From an optimization exercise on the open Yosys and OpenROAD flow, aimed at small area, a short achievable clock period and few clock cycles per item; shortcuts taken in it are not production practice.
The RTL was checked by simulation tests, not by an equivalence proof against the original design.
The clock port is modelled as an ideal driver; clocking choices that lean on that would not hold on a real chip.
Power figures rest on the tool's default switching activity, not on a simulated workload.

fjord:
==> flow/design.v (excerpt) <==
module smallest_free_id_allocator #(
	parameter int VALUE_MAX = 1024
) (
	input  logic               clk,
	input  logic               arst_n,
	input  logic               s_tvalid,
	output logic               s_tready,
	input  logic [TDATA_W-1:0] s_tdata,    
	input  logic               s_tuser,    
	output logic               m_tvalid,
	input  logic               m_tready,
	output logic [TDATA_W-1:0] m_tdata,    
	output logic               m_tuser     
);
Settings: LEC_CHECK=0, CAP_MARGIN=20, CORE_MARGIN=2, CORE_UTILIZATION=62, CTS_CLUSTER_DIAMETER=90, CTS_CLUSTER_SIZE=24, PLACE_DENSITY=0.68, SETUP_SLACK_MARGIN=3.0, SLEW_MARGIN=20; clock period 6.0 ns.
run.sh (not shown) runs the stock make flow with config.mk's settings and CLKGATE_MAP_FILE= SYNTH_SCRIPT=/design/flow/synth_recipe.tcl, a recipe that flattens the netlist after the stock synthesis.
Testbench counts of fjord, summed over its fixed seeds: cycles 19,280, items 19,264.
#### Input delta (quartz over fjord)
--- a/flow/config.mk
+++ b/flow/config.mk
@@ -8,8 +8,8 @@
 export CAP_MARGIN = 20
 export CORE_MARGIN = 2
-export CORE_UTILIZATION = 62
+export CORE_UTILIZATION = 60
 export CTS_CLUSTER_DIAMETER = 90
 export CTS_CLUSTER_SIZE = 24
-export PLACE_DENSITY = 0.68
-export SETUP_SLACK_MARGIN = 3.0
+export PLACE_DENSITY = 0.66
+export SETUP_SLACK_MARGIN = 3.2
 export SLEW_MARGIN = 20
Findings:
Count of buffers added by post-CTS timing repair for setup: fjord and quartz compared, lower one is fjord
Sort fjord and quartz by fraction of area in registers, descending, and fjord comes first.
fjord → quartz: count of clock-buffer cells in the layout went down by 5, sum of internal, switching and leakage power went up by 540 uW, path depth of the worst reg2reg path went down by 1.
pend_g_q[5] as the worst setup path startpoint was reported by fjord, and in_bit_q[3] by quartz.
Input changes introduced in lagoon (baseline for comparison: quartz):
--- a/flow/config.mk
+++ b/flow/config.mk
@@ -8,8 +8,7 @@
 export CAP_MARGIN = 20
 export CORE_MARGIN = 2
-export CORE_UTILIZATION = 60
+export CORE_UTILIZATION = 55
 export CTS_CLUSTER_DIAMETER = 90
 export CTS_CLUSTER_SIZE = 24
-export PLACE_DENSITY = 0.66
-export SETUP_SLACK_MARGIN = 3.2
+export SETUP_SLACK_MARGIN = 3.0
 export SLEW_MARGIN = 20
Results
lagoon vs quartz on layout overhead on the synthesized area: lagoon is the lower one. The hold slack of lagoon falls short of that of quartz by 7.1 ps. Compared with quartz, in lagoon synthesized area now sits at about the same level; wire length of the first global-routing pass now sits higher; total non-filler cell area in the finished layout now sits lower; count of cell instances traversed by the critical path now sits higher. Diff quartz -> lagoon: final total power fell by 3.6%, post-detailed-placement half-perimeter wirelength went up 0.60%. Of lagoon and quartz, the lower final core utilization belongs to lagoon. Looking only at non-clock buffer share of cell area, and setting everything else aside, the higher value of lagoon and quartz goes to quartz.
### lagoon -> indigo
--- a/flow/config.mk
+++ b/flow/config.mk
@@ -8,7 +8,8 @@
 export CAP_MARGIN = 20
 export CORE_MARGIN = 2
-export CORE_UTILIZATION = 55
+export CORE_UTILIZATION = 60
 export CTS_CLUSTER_DIAMETER = 90
 export CTS_CLUSTER_SIZE = 24
+export PLACE_DENSITY = 0.66
 export SETUP_SLACK_MARGIN = 3.0
 export SLEW_MARGIN = 20
==> comparison <==
- Every stage of the flow completed for indigo, and the final layout passed the timing, design-rule and antenna checks.
- In the tables for indigo and lagoon, design internal power reads higher with lagoon.
- Growth of design area from synthesis to finish: indigo < lagoon
- NOTE number of signal-net buffers in the layout lagoon->indigo decreased by more than 10%
- The lower cell count came out of indigo.
- Going from lagoon to indigo, setup slack shrinks by 22 ps.
- indigo does better than lagoon on first-iteration DRC count.
- Clock skew essentially unchanged between indigo and lagoon.
- indigo has final standard cell utilization of the core above what lagoon had.
- From indigo to lagoon, synthesized area did not move at all.

delta:
smallest_free_id_allocator, a different RTL version from the one above (not shown whole).
For scale: about 1200 flip-flops.
Settings: LEC_CHECK=0, CAP_MARGIN=20, CORE_MARGIN=2, CORE_UTILIZATION=55, SETUP_SLACK_MARGIN=2.6, SLEW_MARGIN=20; clock period 6.0 ns.
Testbench counts of delta, summed over its fixed seeds: cycles 19,280, items 19,264.
Input changes introduced in gamma (baseline for comparison: delta):
- putting CTS_CLUSTER_SIZE at 20 where nothing was set
- swapping 2.6 for 3.0 in SETUP_SLACK_MARGIN
- putting CTS_BUF_LIST at sky130_fd_sc_hd__clkbuf_4 sky130_fd_sc_hd__clkbuf_8 where nothing was set
==> comparison <==
- Re area taken by multi-input logic gates: gamma is about 10% up on delta.
- In the metrics for delta and gamma, the one carrying the higher number of antenna violations at the first check in global routing is gamma.
- [gamma] proportion of cell area occupied by multi-input gates rose 1.1 points relative to delta
- met3 track demand over resource in global routing was lower in the run labelled delta.
- delta leaves less setup margin than gamma.
- gamma ends up with a fraction of the cycle the final worst path needs that is 2.2 points lower than in delta.

== run 1 ==
smallest_free_id_allocator with an RTL version that a note above also has.
For scale: roughly 1300 flip-flops.
export LEC_CHECK = 0
export CAP_MARGIN = 20
export CORE_MARGIN = 2
export CORE_UTILIZATION = 55
export CTS_CLUSTER_DIAMETER = 90
export CTS_CLUSTER_SIZE = 24
export SETUP_SLACK_MARGIN = 3.0
export SLEW_MARGIN = 20
create_clock -name core_clock -period 6.0 [get_ports {clk}]
standard.sh (not shown) runs the stock make flow with config.mk's settings and CLKGATE_MAP_FILE= SYNTH_SCRIPT=/design/flow/synth_recipe.tcl, a recipe that flattens the netlist after the stock synthesis.
==> flow/flow/run.sh <==
#!/bin/bash
# The standard layout (standard.sh), with two changes to its timing repair:
# the resizer may change a cell's footprint (MATCH_CELL_FOOTPRINT=0), and
# after the cts step's repair, flow/post_cts.tcl runs that repair again
# (POST_CTS_TCL). Detailed placement after each repair legalizes as usual.
set -euo pipefail
hook="$(pwd)/flow/post_cts.tcl"
sed "s|CLKGATE_MAP_FILE= |CLKGATE_MAP_FILE= MATCH_CELL_FOOTPRINT=0 POST_CTS_TCL=$hook |" standard.sh > standard_mod.sh
grep -q 'MATCH_CELL_FOOTPRINT=0 POST_CTS_TCL=' standard_mod.sh
bash standard_mod.sh finish > standard_mod.log 2>&1
test -s out/final.def
==> flow/flow/post_cts.tcl <==
# Sourced by ORFS's cts step after its own timing repair (POST_CTS_TCL):
# run the same repair twice more from where it stopped, each followed by
# detailed placement to legalize, as the cts step does.
for {set i 0} {$i < 2} {incr i} {
  log_cmd estimate_parasitics -placement
  repair_timing_helper
  set result [catch { detailed_placement } msg]
  if { $result != 0 } {
    error "Detailed placement failed after extra repair: $msg"
  }
  check_placement -verbose
}
log_cmd estimate_parasitics -placement
Every stage of the flow completed for run 1, and the final layout passed the timing, design-rule and antenna checks.
Testbench counts of run 1, summed over its fixed seeds: cycles 19,280, items 19,264.
Modified inputs, run 2 compared to run 1
- setting PLACE_DENSITY to 0.72 for the first time
- changing CORE_UTILIZATION from 55 to 65
==> flow/run.sh (new file) <==
#!/bin/bash
# synth_recipe.tcl (not shown) runs the flow's synth.tcl, then flattens the netlist and writes it again
# the make line also repeats each setting of config.mk as NAME=value (left out here)
make -C /OpenROAD-flow-scripts/flow DESIGN_CONFIG=/design/flow/config.mk WORK_HOME=/design/flow/orfs CLKGATE_MAP_FILE= SYNTH_SCRIPT=/design/flow/synth_recipe.tcl finish
removed: flow/flow/run.sh
removed: flow/flow/post_cts.tcl
removed: flow/standard.sh
Findings:
- Re sequential power share: run 1 was lower than run 2.
- Combinational gate power across run 1 and run 2: no real change.
- Fraction of area in non-clock buffers in run 2 is 0.79 points below run 1.
- Compared to run 1, the router laid down less metal wire for run 2.
Input changes introduced in run 3 (baseline for comparison: run 2):
- PLACE_DENSITY removed (was 0.72)
- CORE_UTILIZATION changed from 65 to 55
- CTS_CLUSTER_DIAMETER removed (was 90)
- CTS_CLUSTER_SIZE removed (was 24)
### Flow results
The final reports for run 3 and run 2 show routability-driven placement congestion ratio higher in the former.
Compared with run 2, run 3 shows a lower number of diodes added for antenna fixing.
Number of buffer and inverter stages on the critical path ended up 2 higher on run 3 than on run 2.
Run 2 -> run 3: design area increased by a few percent
The run with more setup slack is run 3; run 2 has less.
The number of setup buffers added after CTS in run 3 was higher than what run 2 gave.
On wire length on met2: between run 2 and run 3, it ends up higher for run 3.

-- re-timing with driven ports --
How much do the figures lean on ideal ports? The routed layouts below were timed once more, with nothing changed but the port constraints.
Step 1 sets driving cells, clkbuf_16 on the clock port and buf_2 on the other inputs (assumed; they add their load-dependent delay and slew).
Step 2 times the ports against the registers' clock, not the clock port: input delays grow and output delays shrink by t, the midpoint of the rising clock arrivals with the driver on.
a / b / c = no drivers / after step 1 / after step 2; a / b = the first two.
run | t, ns | setup WS [ns] | cell pins on the clock port's net
fjord | 0.748 | 2.781 / 2.781 / 2.227 | 1
quartz | 0.734 | 2.855 / 2.855 / 2.277 | 1
lagoon | 0.748 | 2.886 / 2.901 / 2.186 | 1
indigo | 0.768 | 2.864 / 2.864 / 2.265 | 1
delta | 0.790 | 2.561 / 2.561 / 2.238 | 1
gamma | 0.960 | 2.693 / 2.693 / 2.289 | 1
run 1 | 0.756 | 2.783 / 2.783 / 2.214 | 1
run 2 | 0.766 | 2.821 / 2.821 / 2.126 | 1
run 3 | 0.796 | 2.921 / 2.921 / 2.245 | 1
After both steps every run listed still meets setup and hold. For lagoon, which loses most, drivers alone change the setup slack by +0.015 ns; drivers and shift together by -0.700 ns.
